This is an optimization exercise on Yosys and OpenROAD, whose aim is small area, not a production implementation.
Where RTL was checked, it was by simulation tests only, not by an equivalence proof against the original.
Function not checked in run 5: the RTL went through the layout flow alone.

==> design/flow/design.v <==
package mem_test_pkg;
   typedef enum logic [2:0] {
      app_cmd_write = 3'b000,
      app_cmd_read  = 3'b001
   } app_cmd_e;
   typedef enum logic [2:0] {
      st_idle       = 3'd0,
      st_write      = 3'd1,
      st_write_done = 3'd2,
      st_read       = 3'd3,
      st_read_done  = 3'd4,
      st_check      = 3'd5,
      st_park       = 3'd6
   } test_state_e;
   typedef struct packed {
      logic                          en;
      app_cmd_e                      cmd;
      logic [28-1:0] addr;
   } app_req_t;
   typedef struct packed {
      logic                          wren;
      logic [256-1:0] data;
   } app_wdata_t;
   typedef struct packed {
      logic                          valid;
      logic [256-1:0] data;
   } app_rdata_t;
endpackage
module pattern_source #(
   parameter int sweep_beats = 1048576
) (
   input  logic                          ui_clk,
   input  logic                          resetn,
   input  logic                          advance,
   output logic [256-1:0] pattern,
   output logic [28-1:0] addr,
   output logic                          sweep_start
);
   localparam int idx_w = (sweep_beats > 1) ? $clog2(sweep_beats) : 1;
   localparam logic [idx_w-1:0] last_idx = idx_w'(sweep_beats - 1);
   localparam logic [256-1:0] init_pattern = { 
   32'hcafe_babe, 
   32'h1234_5678, 
   32'haa55_aa55, 
   32'h55aa_55aa, 
   32'hdead_beef, 
   32'h8765_4321, 
   32'h55aa_55aa, 
   32'haa55_aa55  
};
   logic [idx_w-1:0] beat_idx;
   logic [4:0]       rot;
   always_ff @(posedge ui_clk or negedge resetn) begin
      if (!resetn) begin
         beat_idx <= '0;
      end else if (advance) begin
         if (beat_idx == last_idx) begin
            beat_idx <= '0;  
         end else begin
            beat_idx <= beat_idx + 1'b1;
         end
      end
   end
   generate
      if (idx_w >= 5 && sweep_beats % 32 == 0) begin : g_rot_idx
         assign rot = beat_idx[4:0];
      end else begin : g_rot_cnt
         logic [4:0] rot_q;
         always_ff @(posedge ui_clk or negedge resetn) begin
            if (!resetn) begin
               rot_q <= '0;
            end else if (advance) begin
               rot_q <= rot_q + 1'b1;
            end
         end
         assign rot = rot_q;
      end
   endgenerate
   logic [2*256-1:0] twice;
   assign twice   = {init_pattern, init_pattern} << {rot, 3'b000};
   assign pattern = twice[2*256-1 -: 256];
   assign addr = 28'(beat_idx) * 28'(256);
   assign sweep_start = (beat_idx == '0);
endmodule
module test_sequencer (
   input  logic       ui_clk,
   input  logic       resetn,
   input  logic       calib_done,
   input  logic       app_rdy,
   input  logic       app_wdf_rdy,
   input  logic       rd_valid,
   input  logic       rd_match,
   output logic       app_en,
   output logic [2:0] app_cmd,
   output logic       app_wdf_wren,
   output logic       led_fail,
   output logic       beat_pass,
   output logic       advance
);
   localparam logic [3:0] S_IDLE  = 4'd0;
   localparam logic [3:0] S_WRITE = 4'd1;
   localparam logic [3:0] S_WR_CE = 4'd2;
   localparam logic [3:0] S_WR_C  = 4'd3;
   localparam logic [3:0] S_WR_D  = 4'd4;
   localparam logic [3:0] S_WR_X  = 4'd5;
   localparam logic [3:0] S_READ  = 4'd6;
   localparam logic [3:0] S_RD_C  = 4'd7;
   localparam logic [3:0] S_RD_W  = 4'd8;
   localparam logic [3:0] S_CHK_P = 4'd9;
   localparam logic [3:0] S_CHK_F = 4'd10;
   localparam logic [3:0] S_CHK_V = 4'd11;
   localparam logic [3:0] S_PARK  = 4'd12;
   logic [3:0] state;
   logic [3:0] next;
   always_comb begin
      next = state;
      case (state)
         S_IDLE:  if (calib_done) next = S_WRITE;
         S_WRITE: if (app_rdy && app_wdf_rdy) next = S_WR_CE;
         S_WR_CE: begin
            if (app_rdy && app_wdf_rdy) next = S_WR_X;
            else if (app_rdy)           next = S_WR_D;
            else if (app_wdf_rdy)       next = S_WR_C;
         end
         S_WR_C:  if (app_rdy) next = S_WR_X;
         S_WR_D:  if (app_wdf_rdy) next = S_WR_X;
         S_WR_X:  next = S_READ;
         S_READ:  if (app_rdy) next = S_RD_C;
         S_RD_C:  if (app_rdy) next = S_RD_W;
         S_RD_W:  if (rd_valid) next = rd_match ? S_CHK_P : S_CHK_F;
         S_CHK_P: next = S_CHK_V;
         S_CHK_F: next = S_PARK;
         S_CHK_V: next = S_WRITE;
         S_PARK:  next = S_PARK;
         default: next = S_IDLE;
      endcase
   end
   always_ff @(posedge ui_clk or negedge resetn) begin
      if (!resetn) begin
         state <= S_IDLE;
      end else begin
         state <= next;
      end
   end
   assign app_en       = (state == S_WR_CE) || (state == S_WR_C) || (state == S_RD_C);
   assign app_wdf_wren = (state == S_WR_CE) || (state == S_WR_D);
   assign app_cmd      = {2'b00, state == S_RD_C};
   assign led_fail     = (state == S_PARK);
   assign beat_pass    = (state == S_CHK_P);
   assign advance      = (state == S_CHK_V);
endmodule
module result_checker (
   input  logic                          ui_clk,
   input  logic                          resetn,
   input  logic [256-1:0] rd_data,
   input  logic [256-1:0] pattern,
   input  logic                          sweep_start,
   input  logic                          beat_pass,
   output logic                          rd_match,
   output logic                          led_pass,
   output logic [32-1:0]    sweep_count
);
   assign rd_match = (rd_data == pattern);
   always_ff @(posedge ui_clk or negedge resetn) begin
      if (!resetn) begin
         sweep_count <= '0;
      end else if (beat_pass && sweep_start) begin
         sweep_count <= sweep_count + 1'b1;
      end
   end
   assign led_pass = sweep_count[0];
endmodule
module mem_tester_top #(
   parameter int sweep_beats = 1048576
) (
   input  logic                          ui_clk,
   input  logic                          resetn,
   input  logic                          calib_done,
   input  logic                          app_rdy,
   input  logic                          app_wdf_rdy,
   input  logic                          app_rd_data_valid,
   input  logic [256-1:0] app_rd_data,
   output logic                          app_en,
   output logic [2:0]                    app_cmd,
   output logic [28-1:0] app_addr,
   output logic                          app_wdf_wren,
   output logic [256-1:0] app_wdf_data,
   output logic                          led_pass,
   output logic                          led_fail,
   output logic                          led_calib,
   output logic [32-1:0]    sweep_count
);
   logic [256-1:0] pattern;
   logic                          sweep_start;
   logic                          advance;
   logic                          beat_pass;
   logic                          rd_match;
   pattern_source #(
      .sweep_beats (sweep_beats)
   ) u_pattern_source (
      .ui_clk      (ui_clk),
      .resetn      (resetn),
      .advance     (advance),
      .pattern     (pattern),
      .addr        (app_addr),
      .sweep_start (sweep_start)
   );
   assign app_wdf_data = pattern;
   test_sequencer u_test_sequencer (
      .ui_clk       (ui_clk),
      .resetn       (resetn),
      .calib_done   (calib_done),
      .app_rdy      (app_rdy),
      .app_wdf_rdy  (app_wdf_rdy),
      .rd_valid     (app_rd_data_valid),
      .rd_match     (rd_match),
      .app_en       (app_en),
      .app_cmd      (app_cmd),
      .app_wdf_wren (app_wdf_wren),
      .led_fail     (led_fail),
      .beat_pass    (beat_pass),
      .advance      (advance)
   );
   result_checker u_result_checker (
      .ui_clk      (ui_clk),
      .resetn      (resetn),
      .rd_data     (app_rd_data),
      .pattern     (pattern),
      .sweep_start (sweep_start),
      .beat_pass   (beat_pass),
      .rd_match    (rd_match),
      .led_pass    (led_pass),
      .sweep_count (sweep_count)
   );
   assign led_calib = calib_done;  
endmodule
==> design/flow/run.sh <==
#!/bin/bash
# synth_recipe.tcl (not shown) runs the flow's synth.tcl, then flattens the netlist and writes it again
# the make line also repeats each setting of config.mk as NAME=value (left out here)
make -C /OpenROAD-flow-scripts/flow DESIGN_CONFIG=/design/flow/config.mk WORK_HOME=/design/flow/orfs CLKGATE_MAP_FILE= SYNTH_SCRIPT=/design/flow/synth_recipe.tcl finish
==> design/flow/config.mk <==
export PLATFORM = sky130hd
export DESIGN_NAME = mem_tester_top
export DESIGN_NICKNAME = mem_tester_top
export VERILOG_FILES = /design/flow/design.v
export SDC_FILE = /design/flow/constraint.sdc
export NUM_CORES = 4
export LEC_CHECK = 0
export CAP_MARGIN = 20
export CORE_MARGIN = 2
export CORE_UTILIZATION = 40
export SLEW_MARGIN = 20
==> design/flow/constraint.sdc <==
create_clock -name core_clock -period 10.0 [get_ports {ui_clk}]
set_input_delay 2.0000 -clock core_clock [delete_from_list [all_inputs] [get_ports {ui_clk}]]
set_output_delay 2.0000 -clock core_clock [all_outputs]
set_load 0.01 [all_outputs]
==> impl_metrics.py, run 1 <==
metrics = {
    "cts": {
        "clock_tree.htree_level_count": 2,
        "clock-root-buffer": "sky130_fd_sc_hd__clkbuf_16",
        "cts_buffers": 5,
        "clk-insertion-delay-late_ns": 0.31,
        "postCtsResizedCells": 0,
        "tritoncts_clock_tree": "done",
        "postcts_setup_bufs": 0,
        "cts_max_path_buffers": 2,
        "cts_hold_repair.buffers": 0,
        "clock_slew_at_the_register_clock_pins_of_the_worst_setup_and_hold_paths_ns": 0.08,
        "clock_sinks": 56,
    },
    "global_routing": {
        "grt_antenna_before_repair": 5,
        "global_route.overflow_total": 0,
        "grt_use_total_pct": 51.7,
        "grt_pass1_wl_um": 142000,
        "grt_max_degree": 187,
        "grt_pass1_vias": 18932,
    },
    "cells_and_area": {
        "finish.net_count": 2782,
        "finalCoreUtilization_pct": 57.0,
        "area_growth_pct": 40.6,
        "drive_gt1_share_pct": 5.58,
        "final_cell_count_no_fill": 2953,
    },
    "synthesis": {
        "post_synth_main_area_contributors": "sky130_fd_sc_hd__dfrtp_1 9.7%, sky130_fd_sc_hd__xor2_1 8.3%, sky130_fd_sc_hd__xnor2_1 8.3%, sky130_fd_sc_hd__nor2_1 4.7%, sky130_fd_sc_hd__a21oi_1 4.6%",
        "yosysUniqueCellTypes": 95,
        "syn_avg_cell_area_um2": 7.01,
        "synth_seq_area_share_pct": 9.74,
        "synthFlopType": "sky130_fd_sc_hd__dfrtp_1",
        "post_synth_instance_area_mm2": 0.0144,
        "ys.warnings.count": 3,
        "synth.cells.most_frequent": "179 x sky130_fd_sc_hd__nor2_1, 176 x sky130_fd_sc_hd__nand2_1, 137 x sky130_fd_sc_hd__xor2_1",
        "syn_inst": 2053,
        "synth.most_common_cell": "sky130_fd_sc_hd__nor2_1",
        "ys_async_sr_fraction_pct": 100,
        "synth.largest_area_cell": "sky130_fd_sc_hd__dfrtp_1",
        "flip_flop_and_latch_count_after_synthesis": 56,
        "yosys.area.top_type_share_pct": 9.74,
        "synth_edf_count": 0,
    },
    "critical_path": {
        "most_frequent_cp_cell": "sky130_fd_sc_hd__nor2_1",
        "critical_path.endpoint_type": "output pin",
        "crit_fanout": 46,
        "arrival_ns": 5.27,
        "worstPathRequired_ns": 8.00,
        "critical_path.startpoint_type": "flop",
        "critPathKind": "flop to output pin",
        "slowest_delay_ns": 1.03,
        "worstPathCellList": "inv_1 > ha_1 > buf_4 > nor2_1 > a222oi_1 > nor2_1 > a221oi_1 > clkdlybuf4s50_1",
        "cp_slowest_cell": "sky130_fd_sc_hd__a221oi_1",
        "worst-r2r-cell-count": 12,
    },
    "floorplanning": {
        "placement_rows": 69,
        "die_x_um": 194,
        "floorplan.initialDensity_pct": 40.6,
        "core-area_mm2": 0.0355,
        "die_area_mm2": 0.0375,
        "io_pins": 586,
        "die-height_um": 194,
    },
    "sta": {
        "hold_ws_ns": 0.481,
        "finalWorstSetupSlack_ns": 2.73,
        "timing.slew.headroom_pct": 13.1,
        "max_clock_freq_mhz": 137,
        "timing_worst_slew_pin_value_ns": 1.30,
        "setup-violations-final": 0,
        "clock_skew_ns": 0.00780,
        "total_neg_setup_slack_ns": 0,
        "setup_repair_after_global_routing_missed_its_margin": "no",
        "final.min_clock_period_ns": 7.27,
        "timing_hold_violations_final": 0,
        "fin_crit_sh_pct": 72.7,
        "final_slew_viol_count": 0,
    },
    "placement": {
        "setup_ws_pre_cts_ns": 3.48,
        "placed_cells_incl_taps": 2943,
        "place.gp.congestion": 1.09,
        "place.port_buffers": 575,
        "post-dp-hpwl_um": 79800,
    },
    "min_path": {
        "min_path_type": "flop to flop",
        "timing.hold.worst_path_depth": 1,
    },
    "routing": {
        "antenna_left": 0,
        "detailedRoute.firstIterationViolations": 4329,
        "routed_wire_length_per_instance_um": 34.5,
        "detail_route.wirelength_um": 102000,
        "first_pass_iters": 10,
        "post_drt_via_cell_ratio": 6.88,
        "drt_drc_violations_left": 0,
        "via_count": 20323,
    },
    "flow_run": {
        "timing.max_cap.violations": 0,
    },
    "run_status": {
        "outcome": "no timing/DRC/antenna violations",
    },
}
flip-flops by register name, indices dropped and copies added, names as in the netlist:
signal                        flops
u_result_checker.sweep_count     32
u_pattern_source.beat_idx        20
u_test_sequencer.state            4
area by class of cell:
| class | count | area [µm²] |
|---|---|---|
| repair buffers | 606 | 6010 |
| diodes | 1 | 2.50 |
| fillers | 3420 | 15300 |
| clock inverters | 2 | 16.3 |
| flip-flops and latches | 56 | 1410 |
| multi-input cells | 1750 | 11800 |
| inverters | 71 | 269 |
| clock buffers | 6 | 129 |
| well taps | 461 | 577 |
worst max-delay path: cells and delay by family (launching register included):
kind            cells  cell delay, ns
buf+inv             3            1.57
compound gates      2            1.62
simple gates        2            0.50
fa+ha+maj           1            0.40
flops               1            0.82
final timing paths:
kind	start	end	slack (ns)
max	u_pattern_source.beat_idx[1]	app_wdf_data[73]	2.73
min	u_result_checker.sweep_count[31]	u_result_checker.sweep_count[31]	0.48
min reg2reg	u_result_checker.sweep_count[31]	u_result_checker.sweep_count[31]	0.48
max in group asynchronous	resetn	u_pattern_source.beat_idx[4]	7.61
max reg2reg	u_pattern_source.beat_idx[2]	u_test_sequencer.state[0]	3.41
min in group asynchronous	resetn	u_result_checker.sweep_count[24]	1.82
layer usage:
| layer | global-route usage [%] | wire, µm | vias to the layer above |
|---|---|---|---|
| met5 | 0 | 60 | - |
| met4 | 41.3 | 10300 | 8 |
| met3 | 16.0 | 14000 | 464 |
| met2 | 77.0 | 42300 | 2001 |
| met1 | 61.6 | 35100 | 9462 |
| li1 | - | - | 8388 |
layout by cell type, fill, tap and decap left out, types with 14 or more instances in the layout:
cell	count
sky130_fd_sc_hd__o22ai_1	23
sky130_fd_sc_hd__or3_1	15
sky130_fd_sc_hd__a31oi_1	36
sky130_fd_sc_hd__nand2_1	176
sky130_fd_sc_hd__nor2_1	179
sky130_fd_sc_hd__xor2_1	136
sky130_fd_sc_hd__nand3_1	59
sky130_fd_sc_hd__o21ai_0	105
sky130_fd_sc_hd__mux2i_1	42
sky130_fd_sc_hd__xnor2_1	134
sky130_fd_sc_hd__o221ai_1	15
sky130_fd_sc_hd__and3_1	21
sky130_fd_sc_hd__nor4_1	24
sky130_fd_sc_hd__nand4_1	38
sky130_fd_sc_hd__ha_1	28
sky130_fd_sc_hd__nor2b_1	35
sky130_fd_sc_hd__dfrtp_1	53
sky130_fd_sc_hd__o31ai_1	31
sky130_fd_sc_hd__a221oi_1	16
sky130_fd_sc_hd__mux2_2	29
sky130_fd_sc_hd__a21oi_1	133
sky130_fd_sc_hd__or2_2	14
sky130_fd_sc_hd__buf_4	29
sky130_fd_sc_hd__o211ai_1	29
sky130_fd_sc_hd__nand2b_1	53
sky130_fd_sc_hd__inv_1	67
sky130_fd_sc_hd__a211oi_1	27
sky130_fd_sc_hd__clkdlybuf4s50_1	574
sky130_fd_sc_hd__a21o_1	16
sky130_fd_sc_hd__nor3_1	51
cell families (layout without fill, tap and decap cells):
kind of cell	count (synthesis)	after routing	share of synthesized area (%)
flip-flops	56	56	9.74
adder cells (fa/ha/maj)	30	30	2.61
other	1	11	0.0261
XOR/XNOR	276	276	17.0
AND/OR/NAND/NOR	742	742	26.0
AO/OA/AOI/OAI	611	611	29.2
buffers and inverters	256	685	8.71
multiplexers	81	81	6.76
through the flow:
stage	instance area, µm²
after global routing	20200
after global placement	20000
after CTS	20200
final	20200
after floorplan	14400
after detailed placement	20000
==> run 2, diff against run 1 <==
==> design/flow/flow/run.sh (new file) <==
#!/bin/bash
# Layout flow: ORFS synthesis with an area-mapping ABC script in place of
# ORFS's own (the registers are those of the standard synthesis, checked
# below), then the standard layout with 1x buffers on the ports.
set -euo pipefail
W=$(pwd)
R=$W/orfs/results/$FLOW_PLATFORM/mem_tester_top/base

# standard synthesis, kept for the register check
bash standard.sh synth > $W/std_synth.log 2>&1
cp $R/1_2_yosys.v $W/std_1_2_yosys.v
rm -rf $W/orfs

# the same synthesis with the area ABC script
rm -rf $W/scripts
cp -r $FLOW_HOME/scripts $W/scripts
cp $W/flow/abc_area.script $W/scripts/abc_area.script
bash standard.sh ABC_AREA=1 SCRIPTS_DIR=$W/scripts synth > $W/area_synth.log 2>&1

regs() { grep -oE "sky130_fd_sc_hd__(df|edf|sdf|dl)[a-z0-9_]* +[^ ]+" $1 | sort; }
regs $W/std_1_2_yosys.v > $W/regs_std.txt
regs $R/1_2_yosys.v > $W/regs_area.txt
if ! cmp -s $W/regs_std.txt $W/regs_area.txt; then
   echo "registers differ from the standard synthesis; using it" >&2
   rm -rf $W/orfs
   bash standard.sh synth > $W/std_synth2.log 2>&1
fi

BUFFER_PORTS_ARGS="-buffer_cell sky130_fd_sc_hd__buf_1" bash standard.sh finish > $W/layout.log 2>&1
==> design/flow/flow/abc_area.script (new file) <==
strash; dch -f; amap -F 10 -A 10; strash; dch; amap -F 10 -A 10
==> design/flow/standard.sh (new file) <==
#!/bin/bash
# synth_recipe.tcl (not shown) runs the flow's synth.tcl, then flattens the netlist and writes it again
# the make line also repeats each setting of config.mk as NAME=value (left out here)
make -C /OpenROAD-flow-scripts/flow DESIGN_CONFIG=/design/flow/config.mk WORK_HOME=/design/flow/orfs CLKGATE_MAP_FILE= SYNTH_SCRIPT=/design/flow/synth_recipe.tcl "${@:-finish}"
removed: design/flow/run.sh
==> run 2 against run 1 <==
  * The run now fails in 3_2_place_iop
  * Area after synthesis decreased by 31%
  * Synthesized cell count decreased by 17%
==> impl_metrics.py, run 2 <==
metrics = {
    "run_status": {
        "outcome": "aborted with a tool error",
        "stop_stage": "3_2_place_iop",
        "firstError": "[ERROR PPL-0024] Number of IO pins (586) exceeds maximum number of available positions (578). Increase the die perimeter from 647.06um to 796.96um.",
    },
    "synthesis": {
        "synth.largest_area_cell": "sky130_fd_sc_hd__o22ai_1",
        "yosysUniqueCellTypes": 47,
        "post_synth_main_area_contributors": "sky130_fd_sc_hd__o22ai_1 16%, sky130_fd_sc_hd__dfrtp_1 14%, sky130_fd_sc_hd__nor2_1 13%, sky130_fd_sc_hd__a21oi_1 12%, sky130_fd_sc_hd__o21ai_0 9.5%",
        "ys.warnings.count": 3,
        "ys_async_sr_fraction_pct": 100,
        "synth.most_common_cell": "sky130_fd_sc_hd__nor2_1",
        "yosys.area.top_type_share_pct": 16.0,
        "synth.area.mux_share_pct": 0,
        "synth_edf_count": 0,
        "synth_compound_area_share_pct": 45.5,
        "synth.cells.most_frequent": "358 x sky130_fd_sc_hd__nor2_1, 255 x sky130_fd_sc_hd__o22ai_1, 244 x sky130_fd_sc_hd__a21oi_1",
        "post_synth_instance_area_mm2": 0.00996,
        "synthXorXnorAreaFrac_pct": 1.06,
        "synth_fa_ha_area_share_pct": 3.77,
        "synth_seq_area_share_pct": 14.1,
        "yosys.area_share.simple_pct": 29.0,
        "synthFlopType": "sky130_fd_sc_hd__dfrtp_1",
        "syn_inst": 1701,
        "synth_top_family_by_area": "compound AO/OA/AOI/OAI gates",
        "syn_avg_cell_area_um2": 5.85,
        "flip_flop_and_latch_count_after_synthesis": 56,
    },
    "floorplanning": {
        "die-height_um": 162,
        "die_x_um": 162,
        "floorplan.initialDensity_pct": 40.8,
        "placement_rows": 57,
    },
}
-- run 2: cells by family after synthesis --
group	after synthesis
adder cells (fa/ha/maj)	30
flip-flops	56
AO/OA/AOI/OAI	782
other	1
AND/OR/NAND/NOR	659
buffers and inverters	161
XOR/XNOR	12
==> run 3, diff against run 2 <==
--- a/design/flow/config.mk
+++ b/design/flow/config.mk
@@ -7,5 +7,6 @@
 export LEC_CHECK = 0
 export CAP_MARGIN = 20
-export CORE_MARGIN = 2
-export CORE_UTILIZATION = 40
+export CORE_AREA = 2 2 198 198
+export DIE_AREA = 0 0 200 200
+export PLACE_DENSITY = 0.4
 export SLEW_MARGIN = 20
==> run 3 against run 2 <==
  * Now clean on timing, DRC and antenna
  * Synthesized cell count stayed put
  * Area after synthesis stayed put
==> impl_metrics.py, run 3 <==
metrics = {
    "run_status": {
        "outcome": "no timing/DRC/antenna violations",
    },
    "synthesis": {
        "synth_edf_count": 0,
        "ys.warnings.count": 3,
        "synth.most_common_cell": "sky130_fd_sc_hd__nor2_1",
        "synth_seq_area_share_pct": 14.1,
        "yosys.area.top_type_share_pct": 16.0,
        "post_synth_main_area_contributors": "sky130_fd_sc_hd__o22ai_1 16%, sky130_fd_sc_hd__dfrtp_1 14%, sky130_fd_sc_hd__nor2_1 13%, sky130_fd_sc_hd__a21oi_1 12%, sky130_fd_sc_hd__o21ai_0 9.5%",
        "post_synth_instance_area_mm2": 0.00996,
        "flip_flop_and_latch_count_after_synthesis": 56,
        "ys_async_sr_fraction_pct": 100,
        "syn_avg_cell_area_um2": 5.85,
        "synth.cells.most_frequent": "358 x sky130_fd_sc_hd__nor2_1, 255 x sky130_fd_sc_hd__o22ai_1, 244 x sky130_fd_sc_hd__a21oi_1",
        "synthFlopType": "sky130_fd_sc_hd__dfrtp_1",
        "synth.largest_area_cell": "sky130_fd_sc_hd__o22ai_1",
        "yosysUniqueCellTypes": 47,
        "syn_inst": 1701,
    },
    "cells_and_area": {
        "postLayoutCellArea_mm2": 0.0131,
        "layout_common_cells": "574 x sky130_fd_sc_hd__buf_1, 358 x sky130_fd_sc_hd__nor2_1, 255 x sky130_fd_sc_hd__o22ai_1, 244 x sky130_fd_sc_hd__a21oi_1, 189 x sky130_fd_sc_hd__o21ai_0",
        "largest_register_ff_count": 32,
        "area_growth_pct": 31.4,
        "finish.net_count": 2600,
        "drive_gt1_share_pct": 1.78,
        "mostFrequentLayoutCell": "sky130_fd_sc_hd__buf_1",
        "regMostFlops": "u_result_checker.sweep_count",
        "filler_cell_count": 4472,
        "reg.largest.list": "u_result_checker.sweep_count (32), u_pattern_source.beat_idx (20), u_test_sequencer.state (4)",
    },
    "placement": {
        "placedInstanceArea_mm2": 0.0129,
        "post-dp-hpwl_um": 64300,
        "place.gp.congestion": 1.05,
        "setup_ws_pre_cts_ns": 2.37,
        "place.port_buffers": 575,
    },
    "critical_path": {
        "critPathKind": "flop to flop",
        "worstPathRequired_ns": 10.17,
        "cp_slowest_cell": "sky130_fd_sc_hd__nor4_1",
        "crit_buf_inv": 5,
        "crit_fanout": 21,
        "worstPathCellList": "buf_4 > clkinv_1 > ha_1 > clkinv_1 > nor2_1 > clkinv_1 > nand2_1 > nor2_1 > clkinv_1 > o21ai_0 > o22ai_1 > a21oi_1 > or3_1 > or4_1 > nor3_1 > nand4_1 > or4_1 > or4_1 > nor4_1 > nor3_1 > a2111oi_0 > o22ai_1",
        "most_frequent_cp_cell": "sky130_fd_sc_hd__clkinv_1",
        "cp_top_delay_family": "simple AND/OR/NAND/NOR gates",
        "crit_start": "u_pattern_source.beat_idx[0]",
        "critical_path.endpoint_type": "flop",
        "arrival_ns": 8.03,
        "rr_startpoint": "u_pattern_source.beat_idx[0]",
        "critical_path.startpoint_type": "flop",
        "slowest_delay_ns": 0.86,
    },
    "sta": {
        "fin_crit_sh_pct": 78.6,
        "final_slew_viol_count": 0,
        "setup_repair_after_global_routing_missed_its_margin": "no",
        "max_clock_freq_mhz": 127,
        "timing_worst_slew_pin_value_ns": 1.15,
        "timing.slew.headroom_pct": 22.9,
        "hold_ws_ns": 0.494,
        "setup-violations-final": 0,
        "final.min_clock_period_ns": 7.86,
        "total_neg_setup_slack_ns": 0,
        "clock_skew_ns": 0.00642,
        "timing_hold_violations_final": 0,
        "finalWorstSetupSlack_ns": 2.14,
    },
    "floorplanning": {
        "die_area_mm2": 0.0400,
        "core-area_mm2": 0.0378,
        "placement_rows": 71,
        "io_pins": 586,
        "die_x_um": 200,
        "floorplan.initialDensity_pct": 26.4,
        "die-height_um": 200,
    },
    "routing": {
        "detailedRoute.firstIterationViolations": 1655,
        "routed_wire_length_per_instance_um": 27.0,
        "via_count": 16093,
        "antenna_left": 0,
        "detail_route.wirelength_um": 76200,
        "drt_drc_violations_left": 0,
        "post_drt_via_cell_ratio": 5.70,
        "first_pass_iters": 8,
    },
    "global_routing": {
        "grt_pass1_vias": 14308,
        "grt_max_degree": 177,
        "grt_antenna_before_repair": 3,
        "global_route.overflow_total": 0,
        "grt_pass1_wl_um": 103000,
        "grt_use_total_pct": 36.0,
    },
    "flow_run": {
        "timing.max_cap.violations": 0,
    },
    "cts": {
        "clock-root-buffer": "sky130_fd_sc_hd__clkbuf_16",
        "cts_hold_repair.buffers": 0,
        "clock_sinks": 56,
        "postcts_setup_bufs": 0,
        "clk-insertion-delay-late_ns": 0.31,
        "clock_tree.htree_level_count": 2,
        "postCtsResizedCells": 0,
        "clock_slew_at_the_register_clock_pins_of_the_worst_setup_and_hold_paths_ns": 0.08,
        "cts_buffers": 5,
        "cts_max_path_buffers": 2,
        "tritoncts_clock_tree": "done",
    },
    "min_path": {
        "min_path_type": "flop to flop",
        "hold_path.startpoint": "u_result_checker.sweep_count[31]",
    },
}
## run 3: cell counts after synthesis
No cell type changed its count.
## run 3: cell families (layout without fill, tap and decap cells)
family | after synthesis | after routing | share of synthesized area (%)
fa+ha+maj | 30 | 30 | 3.77
buf+inv | 161 | 760 | 6.52
simple gates | 659 | 659 | 29.0
compound gates | 782 | 782 | 45.5
xor+xnor | 12 | 12 | 1.06
other cells | 1 | 11 | 0.0377
flops | 56 | 56 | 14.1
## run 3: area by class of cell
cell class	count	area [µm²]	area share, %
antenna	1	2.50	0.0191
clock buffer	5	125	0.956
clock inverter	3	22.5	0.172
inverter	149	564	4.31
multi-input combinational	1493	7940	60.7
sequential	56	1410	10.8
tap	511	639	4.89
timing repair buffer	603	2380	18.2
## run 3: path summary, 6_finish.rpt
check / end / depth (start not counted) / slack (ns)
worst min register to register: u_result_checker.sweep_count[31] / 1 / 0.49
max in group asynchronous: u_pattern_source.beat_idx[4] / 2 / 7.55
worst max register to register: u_test_sequencer.state[1] / 22 / 2.14
worst min-delay path: u_result_checker.sweep_count[31] / 1 / 0.49
worst max-delay path: u_test_sequencer.state[1] / 22 / 2.14
min in group asynchronous: u_result_checker.sweep_count[6] / 2 / 1.85
## run 3: per-layer routing
layer  vias to the layer above  global-route usage, %  wire length [µm]
met5                         -                      0                 0
met4                         0                   15.3              3580
met3                       146                   6.72              6420
met2                       883                   58.0             34400
met1                      7432                   47.1             31800
li1                       7632                      -                 -
## run 3: worst register-to-register path, delay by kind of cell, from the launching register on
kind / cells / cell delay (ns)
AND/OR/NAND/NOR: 11 / 4.20
buffers and inverters: 5 / 1.43
AO/OA/AOI/OAI: 5 / 1.26
adder cells (fa/ha/maj): 1 / 0.51
flip-flops: 1 / 0.33
## run 3: stage by stage
| step | utilization (%) | instances |
|---|---|---|
| after detailed placement | 34.3 | 2812 |
| after CTS | 34.6 | 2820 |
| final | 34.6 | 2821 |
| after global placement | 34.3 | 2812 |
| after global routing | 34.6 | 2820 |
| after floorplan | - | 1710 |
==> run 4, diff against run 3 <==
--- a/design/flow/config.mk
+++ b/design/flow/config.mk
@@ -9,4 +9,3 @@
 export CORE_AREA = 2 2 198 198
 export DIE_AREA = 0 0 200 200
-export PLACE_DENSITY = 0.4
 export SLEW_MARGIN = 20
==> run 4 against run 3 <==
  * Via count up 2.2%
  * Sequential cell count unchanged
  * Die area unchanged
  * Design area up 0.23%
  * Fmax up 4.2%
==> impl_metrics.py, run 4 <==
metrics = {
    "floorplanning": {
        "die-height_um": 200,
        "io_pins": 586,
        "die_area_mm2": 0.0400,
        "core-area_mm2": 0.0378,
        "die_x_um": 200,
        "placement_rows": 71,
        "floorplan.initialDensity_pct": 26.4,
    },
    "cts": {
        "clock_tree.htree_level_count": 2,
        "clock_slew_at_the_register_clock_pins_of_the_worst_setup_and_hold_paths_ns": 0.08,
        "postCtsResizedCells": 0,
        "cts_buffers": 5,
        "postcts_setup_bufs": 0,
        "clock-root-buffer": "sky130_fd_sc_hd__clkbuf_16",
        "cts_hold_repair.buffers": 0,
        "clk-insertion-delay-late_ns": 0.30,
        "clock_sinks": 56,
        "cts_max_path_buffers": 2,
        "tritoncts_clock_tree": "done",
    },
    "routing": {
        "detail_route.wirelength_um": 77000,
        "routed_wire_length_per_instance_um": 27.3,
        "via_count": 16445,
        "antenna_left": 0,
        "detailedRoute.firstIterationViolations": 1856,
        "first_pass_iters": 6,
        "post_drt_via_cell_ratio": 5.83,
        "drt_drc_violations_left": 0,
    },
    "sta": {
        "max_clock_freq_mhz": 133,
        "final.min_clock_period_ns": 7.55,
        "final_slew_viol_count": 0,
        "timing.slew.headroom_pct": 15.8,
        "fin_crit_sh_pct": 75.5,
        "timing_hold_violations_final": 0,
        "timing_worst_slew_pin_value_ns": 1.25,
        "setup-violations-final": 0,
        "total_neg_setup_slack_ns": 0,
        "clock_skew_ns": 0.00726,
        "setup_repair_after_global_routing_missed_its_margin": "no",
    },
    "synthesis": {
        "synth.largest_area_cell": "sky130_fd_sc_hd__o22ai_1",
        "synth.cells.most_frequent": "358 x sky130_fd_sc_hd__nor2_1, 255 x sky130_fd_sc_hd__o22ai_1, 244 x sky130_fd_sc_hd__a21oi_1",
        "synth_edf_count": 0,
        "syn_inst": 1701,
        "synth.most_common_cell": "sky130_fd_sc_hd__nor2_1",
        "syn_avg_cell_area_um2": 5.85,
        "flip_flop_and_latch_count_after_synthesis": 56,
        "yosysUniqueCellTypes": 47,
        "synthFlopType": "sky130_fd_sc_hd__dfrtp_1",
        "ys_async_sr_fraction_pct": 100,
        "post_synth_instance_area_mm2": 0.00996,
        "post_synth_main_area_contributors": "sky130_fd_sc_hd__o22ai_1 16%, sky130_fd_sc_hd__dfrtp_1 14%, sky130_fd_sc_hd__nor2_1 13%, sky130_fd_sc_hd__a21oi_1 12%, sky130_fd_sc_hd__o21ai_0 9.5%",
        "synth_seq_area_share_pct": 14.1,
        "yosys.area.top_type_share_pct": 16.0,
        "ys.warnings.count": 3,
    },
    "critical_path": {
        "critPathKind": "flop to flop",
        "most_frequent_cp_cell": "sky130_fd_sc_hd__or4_1",
        "cp_top_delay_family": "simple AND/OR/NAND/NOR gates",
        "critical_path.endpoint_type": "flop",
        "crit_fanout": 21,
        "rr_startpoint": "u_pattern_source.beat_idx[0]",
        "worstPathRequired_ns": 10.15,
        "slowest_delay_ns": 0.71,
        "arrival_ns": 7.69,
        "crit_buf_inv": 3,
        "critical_path.startpoint_type": "flop",
        "cp_slowest_cell": "sky130_fd_sc_hd__o21ai_0",
        "worstPathCellList": "buf_4 > clkinv_1 > ha_1 > clkinv_1 > nor2_1 > o21ai_0 > o21ai_0 > o22ai_1 > a21oi_1 > or3_1 > or3_1 > or4_1 > or4_1 > or4_1 > or4_1 > nor4_1 > nor3_1 > a2111oi_0 > o22ai_1",
        "crit_start": "u_pattern_source.beat_idx[0]",
    },
    "global_routing": {
        "global_route.overflow_total": 0,
        "grt_max_degree": 161,
        "grt_pass1_vias": 14314,
        "grt_pass1_wl_um": 103000,
        "grt_antenna_before_repair": 1,
        "grt_use_total_pct": 36.3,
    },
    "placement": {
        "placedInstanceArea_mm2": 0.0130,
        "place.port_buffers": 575,
        "post-dp-hpwl_um": 64600,
        "place.gp.congestion": 1.11,
        "placed_cells_incl_taps": 2815,
    },
    "cells_and_area": {
        "finish.net_count": 2603,
        "final_cell_count_no_fill": 2823,
        "area_growth_pct": 31.7,
        "regMostFlops": "u_result_checker.sweep_count",
        "reg.largest.list": "u_result_checker.sweep_count (32), u_pattern_source.beat_idx (20), u_test_sequencer.state (4)",
        "postLayoutCellArea_mm2": 0.0131,
        "number_of_antenna_diodes": 0,
        "largest_register_ff_count": 32,
        "drive_gt1_share_pct": 1.99,
        "filler_cell_count": 4391,
        "layout_common_cells": "574 x sky130_fd_sc_hd__buf_1, 356 x sky130_fd_sc_hd__nor2_1, 255 x sky130_fd_sc_hd__o22ai_1, 244 x sky130_fd_sc_hd__a21oi_1, 188 x sky130_fd_sc_hd__o21ai_0",
        "mostFrequentLayoutCell": "sky130_fd_sc_hd__buf_1",
    },
    "run_status": {
        "outcome": "no timing/DRC/antenna violations",
    },
    "min_path": {
        "hold_path.startpoint": "u_result_checker.sweep_count[31]",
        "min_path_type": "flop to flop",
    },
    "flow_run": {
        "timing.max_cap.violations": 0,
    },
}
run 4: kinds of logic after synthesis:
kind of cell | Yosys count | share of synthesized area (%)
buffers and inverters | 161 | 6.52
AO/OA/AOI/OAI | 782 | 45.5
other | 1 | 0.0377
AND/OR/NAND/NOR | 659 | 29.0
flip-flops | 56 | 14.1
adder cells (fa/ha/maj) | 30 | 3.77
XOR/XNOR | 12 | 1.06
run 4: final timing paths:
kind / slack (ns) / depth (start not counted) / to
worst max register to register: 2.45 / 19 / u_test_sequencer.state[1]
min in group asynchronous: 1.85 / 2 / u_result_checker.sweep_count[15]
worst min register to register: 0.49 / 1 / u_result_checker.sweep_count[31]
max in group asynchronous: 7.62 / 2 / u_pattern_source.beat_idx[4]
worst max-delay path: 2.45 / 19 / u_test_sequencer.state[1]
worst min-delay path: 0.49 / 1 / u_result_checker.sweep_count[31]
run 4: routing by layer:
metal | track usage, % | vias to the layer above | part of all wire, %
li1 | - | 7636 | -
met1 | 48.2 | 7710 | 42
met4 | 12.7 | 0 | 3.8
met2 | 59.8 | 987 | 46
met3 | 5.44 | 112 | 8.7
met5 | 0 | - | 0
run 4: layout make-up:
cell class	instances	area [µm²]	share of cell area, %
timing repair buffer	606	2400	18.3
inverter	149	564	4.30
sequential	56	1410	10.7
clock buffer	5	125	0.954
tap	511	639	4.88
multi-input combinational	1493	7940	60.6
clock inverter	3	27.5	0.210
run 4: stage by stage:
step	hold slack, ns	util [%]	worst slack, ns
5_1_grt	0.517	34.7	2.17
2_1_floorplan	0.502	-	0.0605
4_1_cts	0.500	34.7	2.50
3_3_place_gp	0.475	34.3	2.63
3_5_place_dp	0.490	34.3	2.54
6_report	0.495	34.7	2.45
run 4: worst reg2reg max path, stage by stage, from the launching register on:
cell and delay [ns]:
sky130_fd_sc_hd__dfrtp_1 0.33, sky130_fd_sc_hd__buf_4 0.30, sky130_fd_sc_hd__clkinv_1 0.55, sky130_fd_sc_hd__ha_1 0.58, sky130_fd_sc_hd__clkinv_1 0.16, sky130_fd_sc_hd__nor2_1 0.18
sky130_fd_sc_hd__o21ai_0 0.71, sky130_fd_sc_hd__o21ai_0 0.29, sky130_fd_sc_hd__o22ai_1 0.36, sky130_fd_sc_hd__a21oi_1 0.11, sky130_fd_sc_hd__or3_1 0.37, sky130_fd_sc_hd__or3_1 0.35
sky130_fd_sc_hd__or4_1 0.45, sky130_fd_sc_hd__or4_1 0.44, sky130_fd_sc_hd__or4_1 0.47, sky130_fd_sc_hd__or4_1 0.48, sky130_fd_sc_hd__nor4_1 0.70, sky130_fd_sc_hd__nor3_1 0.09
sky130_fd_sc_hd__a2111oi_0 0.34, sky130_fd_sc_hd__o22ai_1 0.13
==> run 5, diff against run 4 <==
--- a/design/flow/design.v
+++ b/design/flow/design.v
@@ -55,8 +55,8 @@
          beat_idx <= '0;
       end else if (advance) begin
-         if (beat_idx == last_idx) begin
+         if (sweep_beats != 2**idx_w && beat_idx == last_idx) begin
             beat_idx <= '0;  
          end else begin
-            beat_idx <= beat_idx + 1'b1;
+            beat_idx <= beat_idx + 1'b1;  
          end
       end
==> design/flow/flow/run.sh (replaced) <==
#!/bin/bash
# Layout flow: ORFS's synthesis run with a few area-mapping ABC scripts in
# place of ORFS's own, keeping the smallest netlist whose registers match the
# standard synthesis's, then the standard layout with 1x buffers on the ports.
set -euo pipefail
W=$(pwd)
R=$W/orfs/results/$FLOW_PLATFORM/mem_tester_top/base

# standard synthesis: the reference registers, and the fallback netlist
bash standard.sh synth > $W/std_synth.log 2>&1
cp $R/1_2_yosys.v $W/std_1_2_yosys.v

regs() { grep -oE "sky130_fd_sc_hd__(df|edf|sdf|dl)[a-z0-9_]* +[^ ]+" $1 | sort; }
area() { sed -n "s/^ *Chip area for module '\\\\$FLOW_TOP': \([0-9.]*\).*/\1/p" $1 | head -1; }
regs $W/std_1_2_yosys.v > $W/regs_std.txt

# the same synthesis with each area script, in its own ORFS work folder
for s in $W/flow/abc*.script; do
   n=$(basename $s .script)
   rm -rf $W/scripts_$n $W/orfs_$n
   cp -r $FLOW_HOME/scripts $W/scripts_$n
   cp $s $W/scripts_$n/abc_area.script
   sed "s#WORK_HOME=[^ ]*#WORK_HOME=$W/orfs_$n#" standard.sh > $W/std_$n.sh
   ( bash $W/std_$n.sh ABC_AREA=1 SCRIPTS_DIR=$W/scripts_$n synth > $W/synth_$n.log 2>&1 || true ) &
done
wait

best=$W/std_1_2_yosys.v
best_area=$(area $W/orfs/reports/$FLOW_PLATFORM/mem_tester_top/base/synth_stat.txt)
echo "standard: $best_area" > $W/synth_choice.txt
for s in $W/flow/abc*.script; do
   n=$(basename $s .script)
   v=$W/orfs_$n/results/$FLOW_PLATFORM/mem_tester_top/base/1_2_yosys.v
   st=$W/orfs_$n/reports/$FLOW_PLATFORM/mem_tester_top/base/synth_stat.txt
   [[ -f $v && -f $st ]] || { echo "$n: failed" >> $W/synth_choice.txt; continue; }
   regs $v > $W/regs_$n.txt
   a=$(area $st)
   if ! cmp -s $W/regs_std.txt $W/regs_$n.txt; then
      echo "$n: $a, registers differ" >> $W/synth_choice.txt; continue
   fi
   echo "$n: $a" >> $W/synth_choice.txt
   if python3 -c "import sys; sys.exit(0 if float('$a') < float('$best_area') else 1)"; then
      best=$v; best_area=$a
   fi
done
echo "chosen: $best ($best_area)" >> $W/synth_choice.txt

if [[ $best != $W/std_1_2_yosys.v ]]; then
   cp $best $R/1_2_yosys.v
   rm -f $R/1_synth.odb $R/1_synth.sdc
fi

BUFFER_PORTS_ARGS="-buffer_cell sky130_fd_sc_hd__buf_1" bash standard.sh finish > $W/layout.log 2>&1
==> design/flow/flow/abc1.script (new file) <==
strash; dch -f; amap -F 10 -A 10; strash; dch; amap -F 10 -A 10
==> design/flow/flow/abc2.script (new file) <==
strash; dch -f; amap -F 10 -A 10; strash; dch -f; amap -F 10 -A 10; strash; dch -f; amap -F 10 -A 10
==> design/flow/flow/abc3.script (new file) <==
strash; dch; amap -F 10 -A 10
==> design/flow/flow/abc4.script (new file) <==
strash; ifraig; dc2; dch -f; amap -F 10 -A 10; strash; dch; amap -F 10 -A 10
removed: design/flow/flow/abc_area.script
==> run 5 against run 4 <==
  * Sequential share of layout area about the same
  * Hold slack got worse by 0.020 ns
  * Die area is the same
  * Area after synthesis rose by 1.4%
  * Cell count is essentially flat
  * Critical endpoint unchanged
  * Clock skew is 0.0042 ns lower
  * Still clean
  * Wire length rose by 4.3%
  * Register-to-register slack got worse by 0.06 ns
  * Largest cell class unchanged
  * Clock-buffer cell count increased by 1
==> impl_metrics.py, run 5 <==
metrics = {
    "cts": {
        "clk-insertion-delay-late_ns": 0.29,
        "clock_sinks": 56,
        "clock_slew_at_the_register_clock_pins_of_the_worst_setup_and_hold_paths_ns": 0.07,
        "clock_tree.htree_level_count": 2,
        "postcts_setup_bufs": 0,
        "cts_buffers": 5,
        "tritoncts_clock_tree": "done",
        "cts_max_path_buffers": 2,
        "postCtsResizedCells": 0,
        "cts_hold_repair.buffers": 0,
        "clock-root-buffer": "sky130_fd_sc_hd__clkbuf_16",
    },
    "placement": {
        "placedInstanceArea_mm2": 0.0130,
        "place.port_buffers": 575,
        "place.gp.congestion": 1.10,
        "post-dp-hpwl_um": 68600,
    },
    "floorplanning": {
        "die-height_um": 200,
        "io_pins": 586,
        "core-area_mm2": 0.0378,
        "die_x_um": 200,
        "floorplan.initialDensity_pct": 26.7,
        "die_area_mm2": 0.0400,
        "placement_rows": 71,
    },
    "critical_path": {
        "crit_buf_inv": 1,
        "cp_slowest_cell": "sky130_fd_sc_hd__dfrtp_1",
        "critical_path.endpoint_type": "flop",
        "slowest_delay_ns": 0.75,
        "cp_top_delay_family": "simple AND/OR/NAND/NOR gates",
        "crit_fanout": 19,
        "worstPathCellList": "clkinv_1 > ha_1 > nor2_1 > a21oi_1 > or2_0 > o21ai_0 > o22a_1 > nor2_1 > a21oi_1 > or4_1 > or4_1 > or4_1 > or3_1 > nor4_1 > nor2_1 > a2111oi_0 > o22ai_1",
        "worstPathRequired_ns": 10.15,
        "critPathKind": "flop to flop",
        "critical_path.startpoint_type": "flop",
        "arrival_ns": 7.76,
    },
    "cells_and_area": {
        "postLayoutCellArea_mm2": 0.0132,
        "area_growth_pct": 30.3,
        "finish.net_count": 2606,
        "drive_gt1_share_pct": 1.43,
        "largest_register_ff_count": 32,
        "mostFrequentLayoutCell": "sky130_fd_sc_hd__buf_1",
        "reg.largest.list": "u_result_checker.sweep_count (32), u_pattern_source.beat_idx (20), u_test_sequencer.state (4)",
        "layout_common_cells": "574 x sky130_fd_sc_hd__buf_1, 391 x sky130_fd_sc_hd__nor2_1, 259 x sky130_fd_sc_hd__a21oi_1, 216 x sky130_fd_sc_hd__o22ai_1, 194 x sky130_fd_sc_hd__o21ai_0",
        "regMostFlops": "u_result_checker.sweep_count",
    },
    "synthesis": {
        "post_synth_instance_area_mm2": 0.0101,
        "syn_inst": 1709,
        "syn_avg_cell_area_um2": 5.91,
        "ys.warnings.count": 3,
    },
    "sta": {
        "setup_repair_after_global_routing_missed_its_margin": "no",
        "timing.slew.headroom_pct": 13.4,
        "total_neg_setup_slack_ns": 0,
        "setup-violations-final": 0,
        "timing_worst_slew_pin_value_ns": 1.29,
        "final_slew_viol_count": 0,
        "final.min_clock_period_ns": 7.60,
        "clock_skew_ns": 0.00310,
        "fin_crit_sh_pct": 76.0,
        "max_clock_freq_mhz": 131,
        "timing_hold_violations_final": 0,
    },
    "routing": {
        "detail_route.wirelength_um": 80300,
        "first_pass_iters": 9,
        "post_drt_via_cell_ratio": 5.93,
        "routed_wire_length_per_instance_um": 28.5,
        "via_count": 16721,
        "antenna_left": 0,
        "detailedRoute.firstIterationViolations": 2534,
        "drt_drc_violations_left": 0,
    },
    "min_path": {
        "min_path_type": "flop to flop",
    },
    "flow_run": {
        "timing.max_cap.violations": 0,
    },
    "run_status": {
        "outcome": "no timing/DRC/antenna violations",
    },
    "global_routing": {
        "grt_antenna_before_repair": 5,
        "grt_pass1_wl_um": 107000,
        "grt_pass1_vias": 14302,
        "grt_use_total_pct": 38.0,
        "grt_max_degree": 88,
        "global_route.overflow_total": 0,
    },
}
-- run 5: cell count changes in the layout (fill, tap and decap cells not counted), sizes merged, moves of 7 or more --
| cell | change |
|---|---|
| nor2 | +33 |
| or3 | -14 |
| o21ai | +7 |
| nand2 | -27 |
| a21oi | +15 |
| o22ai | -39 |
| a22oi | +7 |
| nor3 | -19 |
| o21a | +7 |
| o22a | +22 |
| buf | -9 |
-- run 5: through the flow --
stage                     hold WS, ns  util, %  setup slack (ns)  std cells
after floorplan                 0.504        -             0.259       1718
after global placement          0.459     34.5              2.68       2814
after detailed placement        0.462     34.5              2.61       2814
after CTS                       0.475     34.8              2.56       2821
after global routing            0.504     34.8              1.99       2822
final                           0.475     34.8              2.40       2822
-- run 5: area by class of cell --
| class | count | area, µm² |
|---|---|---|
| Antenna cell | 1 | 2.50 |
| Clock buffer | 6 | 129 |
| Clock inverter | 1 | 5.00 |
| Fill cell | 4456 | 24600 |
| Inverter | 144 | 547 |
| Multi-Input combinational cell | 1506 | 8100 |
| Sequential cell | 56 | 1410 |
| Tap cell | 511 | 639 |
| Timing Repair Buffer | 597 | 2320 |
-- run 5: final timing paths --
kind | endpoint | cells past startpoint | slack, ns | start
max | u_test_sequencer.state[1] | 17 | 2.40 | u_pattern_source.beat_idx[0]
max reg2reg | u_test_sequencer.state[1] | 17 | 2.40 | u_pattern_source.beat_idx[0]
min | u_result_checker.sweep_count[31] | 1 | 0.47 | u_result_checker.sweep_count[31]
max in group asynchronous | u_pattern_source.beat_idx[4] | 2 | 7.59 | resetn
min in group asynchronous | u_result_checker.sweep_count[21] | 2 | 1.85 | resetn
min reg2reg | u_result_checker.sweep_count[31] | 1 | 0.47 | u_result_checker.sweep_count[31]
-- run 5: metal layers --
metal	vias to the layer above	global-route usage [%]	wire length, µm
met1	7726	51.8	33200
met4	4	14.1	3710
met5	-	0	16
met3	178	7.90	8990
met2	1153	58.9	34400
li1	7660	-	-

-- what the ideal ports hide --
The results above use ideal ports. As a check the final layouts listed here were re-extracted and re-timed, cells and wires unchanged. Step 1 sets driving cells, clkbuf_16 on the clock port and buf_2 on the other inputs (assumed; they add their load-dependent delay and slew). Step 2 moves the port delays by t, midway between the first and last clock arrival at a register: inputs arrive t later, outputs are due t later. That takes back most of the time a late clock gives input paths. Slacks: ideal / step 1 / step 2; pairs: ideal / step 1.
run	t, ns	setup slack, ns	slew at the worst register clock pin (ns)
run 1	0.347	2.725 / 2.681 / 3.028	0.08 / 0.08
run 3	0.340	2.137 / 2.137 / 2.137	0.08 / 0.08
run 4	0.328	2.453 / 2.453 / 2.453	0.08 / 0.08
run 5	0.318	2.395 / 2.395 / 2.395	0.07 / 0.07
After both steps every run listed still meets setup and hold.
